Context: an optimization exercise on an open-source flow, tuned for small area. The choices shown serve that exercise and are no tape-out recipe. The RTL was checked by simulation tests, not by an equivalence proof against the original design. Power and IR drop assume default switching activity.

## alpha
## pool_core_mc
module pool_core_mc
#(
    parameter int DATA_WIDTH  = 8,
    parameter int WIN_H       = 3,
    parameter int WIN_W       = 3,
    parameter int CH_NUM      = 4,
    parameter int RECIP_SHIFT = 16
) (
    input  logic                                     clk,
    input  logic                                     reset,
    input  logic                                     din_vld,
    output logic                                     din_rdy,
    input  logic                                     din_mode,
    input  logic [CH_NUM*WIN_H*WIN_W*DATA_WIDTH-1:0] din,
    output logic                                     dout_vld,
    input  logic                                     dout_rdy,
    output logic [CH_NUM*DATA_WIDTH-1:0]             dout
);
export LEC_CHECK = 0
export ABC_AREA = 1
export CAP_MARGIN = 20
export CORE_MARGIN = 2
export CORE_UTILIZATION = 40
export SLEW_MARGIN = 20
create_clock -name core_clock -period 6.5 [get_ports {clk}]
standard.sh (not shown) runs the stock make flow with config.mk's settings and CLKGATE_MAP_FILE= SYNTH_SCRIPT=/design/flow/synth_recipe.tcl, a recipe that flattens the netlist after the stock synthesis.
==> flow/flow/run.sh <==
#!/bin/bash
set -euo pipefail
export BUFFER_PORTS_ARGS="-buffer_cell sky130_fd_sc_hd__buf_1"
export CTS_ARGS="-sink_clustering_enable -repair_clock_nets -dont_use_dummy_load -buf_list {sky130_fd_sc_hd__clkbuf_4 sky130_fd_sc_hd__clkbuf_8}"
bash standard.sh finish > standard_flow.log 2>&1
Per the final summary, alpha finished and its layout is clean on timing, DRC and antenna.
Modified inputs, beta compared to alpha
-- flow/flow/run.sh --
<<< alpha, line 2
>>> beta, line 2
# The standard ORFS layout, with these changes to how it is built:
#  - synthesis is the standard synthesis script, except that ABC maps the
#    combinational logic with flow/abc_map.script (area-recovering mapping
#    under a delay target) instead of ORFS's own script; registers are
#    untouched;
#  - the port buffers that global placement inserts on every input and output
#    are the small sky130_fd_sc_hd__buf_1 instead of the tool's default pick;
<<< alpha, line 3
>>> beta, line 10
work=$PWD
sed 's#^source $::env(SCRIPTS_DIR)/synth_preamble.tcl#&\nset abc_args [lreplace $abc_args 1 1 '"$work"'/flow/abc_map.script]#' \
    "$FLOW_HOME/scripts/synth.tcl" > "$work/own_synth_orfs.tcl"
sed "s#source \$::env(SCRIPTS_DIR)/synth.tcl#source $work/own_synth_orfs.tcl#" \
    "$work/synth_recipe.tcl" > "$work/own_synth.tcl"
<<< alpha, line 5
bash standard.sh finish > standard_flow.log 2>&1
>>> beta, line 17
bash standard.sh "SYNTH_SCRIPT=$work/own_synth.tcl" finish > standard_flow.log 2>&1
==> flow/flow/abc_map.script (new file) <==
strash
dch
map -D 4500
topo
stime -c
buffer -c
upsize -c
dnsize -c
==> run notes <==
STATUS run=beta STAGES=ALL_DONE FINAL_CHECKS=FAILED CAUSE=setup timing
Per the comparison of beta with alpha, complex-gate fraction of the synthesized area +7.9 points, worst setup slack -870 ps, maximum fanout encountered on the critical timing path +4.
Cell with the largest stage delay on the worst path = sky130_fd_sc_hd__fa_1: alpha; cell with the largest stage delay on the worst path = sky130_fd_sc_hd__a2111oi_4: beta


## the baseline
Another version of the RTL of pool_core_mc (not shown whole).
Size: roughly 2,200 cells after synthesis, roughly 180 flip-flops, roughly 330 I/O pins, roughly 20,000 sq um of cells after synthesis.
==> flow/config.mk <==
export PLATFORM = sky130hd
export DESIGN_NAME = pool_core_mc
export DESIGN_NICKNAME = pool_core_mc
export VERILOG_FILES = /design/flow/design.v
export SDC_FILE = /design/flow/constraint.sdc
export NUM_CORES = 4
export LEC_CHECK = 0
export ABC_AREA = 1
export CAP_MARGIN = 20
export CORE_MARGIN = 2
export CORE_UTILIZATION = 40
export SLEW_MARGIN = 20
==> flow/constraint.sdc <==
create_clock -name core_clock -period 6.5 [get_ports {clk}]
set_input_delay 1.3000 -clock core_clock [delete_from_list [all_inputs] [get_ports {clk}]]
set_output_delay 1.3000 -clock core_clock [all_outputs]
set_load 0.01 [all_outputs]
==> flow/flow/run.sh <==
#!/bin/bash
# The standard ORFS layout, with these changes to how it is built:
#  - synthesis is the standard synthesis script (synth_recipe.tcl and the
#    ORFS synth.tcl it sources), run hierarchically, with three changes made
#    to a copy of ORFS's synth.tcl: ABC maps the combinational logic with
#    flow/abc_map.script (area-recovering mapping under a delay target);
#    full/half adders are extracted only in the adder network module
#    pool_sum9; and yosys's synth skips its early "abc -fast" (SYNTH_ARGS
#    -noabc) so that extraction sees the adder network as written. Registers
#    are untouched; the design is flattened and renamed as synth_recipe.tcl does;
#  - the port buffers that global placement inserts on every input and output
#    are the small sky130_fd_sc_hd__buf_1 instead of the tool's default pick;
set -euo pipefail
work=$PWD
sed -e 's#^source $::env(SCRIPTS_DIR)/synth_preamble.tcl#&\nset abc_args [lreplace $abc_args 1 1 '"$work"'/flow/abc_map.script]#' \
    -e 's#^  extract_fa {\*}\[dont_use_extract_fa_args\]#& pool_sum9#' \
    "$FLOW_HOME/scripts/synth.tcl" > "$work/own_synth_orfs.tcl"
grep -q 'extract_fa {\*}\[dont_use_extract_fa_args\] pool_sum9' "$work/own_synth_orfs.tcl"
grep -q 'abc_map.script' "$work/own_synth_orfs.tcl"
sed "s#source \$::env(SCRIPTS_DIR)/synth.tcl#source $work/own_synth_orfs.tcl#" \
    "$work/synth_recipe.tcl" > "$work/own_synth.tcl"
grep -q own_synth_orfs.tcl "$work/own_synth.tcl"
export BUFFER_PORTS_ARGS="-buffer_cell sky130_fd_sc_hd__buf_1"
export CTS_ARGS="-sink_clustering_enable -repair_clock_nets -dont_use_dummy_load -buf_list {sky130_fd_sc_hd__clkbuf_4 sky130_fd_sc_hd__clkbuf_8}"
bash standard.sh "SYNTH_SCRIPT=$work/own_synth.tcl" SYNTH_HIERARCHICAL=1 SYNTH_ARGS=-noabc finish > standard_flow.log 2>&1
==> flow/flow/abc_map.script <==
strash
dch
map -D 3000
topo
stime -c
buffer -c
upsize -c
dnsize -c
diff inputs: the baseline => the candidate
-- flow/flow/run.sh --
<<< the baseline, line 5
#    to a copy of ORFS's synth.tcl: ABC maps the combinational logic with
#    flow/abc_map.script (area-recovering mapping under a delay target);
#    full/half adders are extracted only in the adder network module
>>> the candidate, line 5
#    to a copy of ORFS's synth.tcl: ABC maps the combinational logic with
#    flow/abc_map.script (area-recovering mapping under a delay target),
#    except in module pool_lane_b (the second pipeline stage's arithmetic,
#    which has a whole clock cycle) where it uses flow/abc_map_b.script
#    (area mapping);
#    full/half adders are extracted only in the adder network module
<<< the baseline, line 16
    -e 's#^  extract_fa {\*}\[dont_use_extract_fa_args\]#& pool_sum9#' \
    "$FLOW_HOME/scripts/synth.tcl" > "$work/own_synth_orfs.tcl"
>>> the candidate, line 19
    -e 's#^  extract_fa {\*}\[dont_use_extract_fa_args\]#& pool_sum9#' \
    -e 's#^  log_cmd abc {\*}$abc_args$#  log_cmd abc {*}[lreplace $abc_args 1 1 '"$work"'/flow/abc_map_b.script] pool_lane_b\n&#' \
    "$FLOW_HOME/scripts/synth.tcl" > "$work/own_synth_orfs.tcl"
<<< the baseline, line 19
grep -q 'abc_map.script' "$work/own_synth_orfs.tcl"
sed "s#source \$::env(SCRIPTS_DIR)/synth.tcl#source $work/own_synth_orfs.tcl#" \
>>> the candidate, line 23
grep -q 'abc_map.script' "$work/own_synth_orfs.tcl"
grep -q 'abc_map_b.script\] pool_lane_b' "$work/own_synth_orfs.tcl"
sed "s#source \$::env(SCRIPTS_DIR)/synth.tcl#source $work/own_synth_orfs.tcl#" \
==> flow/flow/abc_map_b.script (new file) <==
strash
dch
amap
topo
stime -c
Notes after the runs:
The internal power component reported for the candidate is smaller than that of the baseline by 16%.
Re combined buffer and inverter count along the critical path: the candidate is 2 up on the baseline.
Area after synthesis went down by a few percent going from the baseline to the candidate.
Routed metal-1 wirelength went down slightly going from the baseline to the candidate.

separate check: timing with driven ports:
Ports are ideal in the flow. The routed layouts listed here were re-timed in OpenROAD. Step 1 sets driving cells, clkbuf_16 on the clock port and buf_2 on the other inputs (assumed; they add their load-dependent delay and slew). Step 2 times the ports against the registers' clock, not the clock port: input delays grow and output delays shrink by t, the midpoint of the rising clock arrivals with the driver on. Three values: ideal ports, drivers, drivers and shift; two values: the first two.
run | t, ns | slack for setup (ns) | worst setup path after step 2 | worst data-port slew with drivers (ns)
alpha | 0.484 | 0.702 / 0.721 / 0.237 | input to register | 0.06
beta | 0.479 | -0.169 / -0.148 / -0.626 | input to register | 0.05
the baseline | 0.479 | 0.654 / 0.670 / 0.191 | input to register | 0.07
the candidate | 0.473 | 0.639 / 0.656 / 0.184 | input to register | 0.06
For alpha, which loses most, drivers alone change the setup slack by +0.019 ns; drivers and shift together by -0.465 ns.
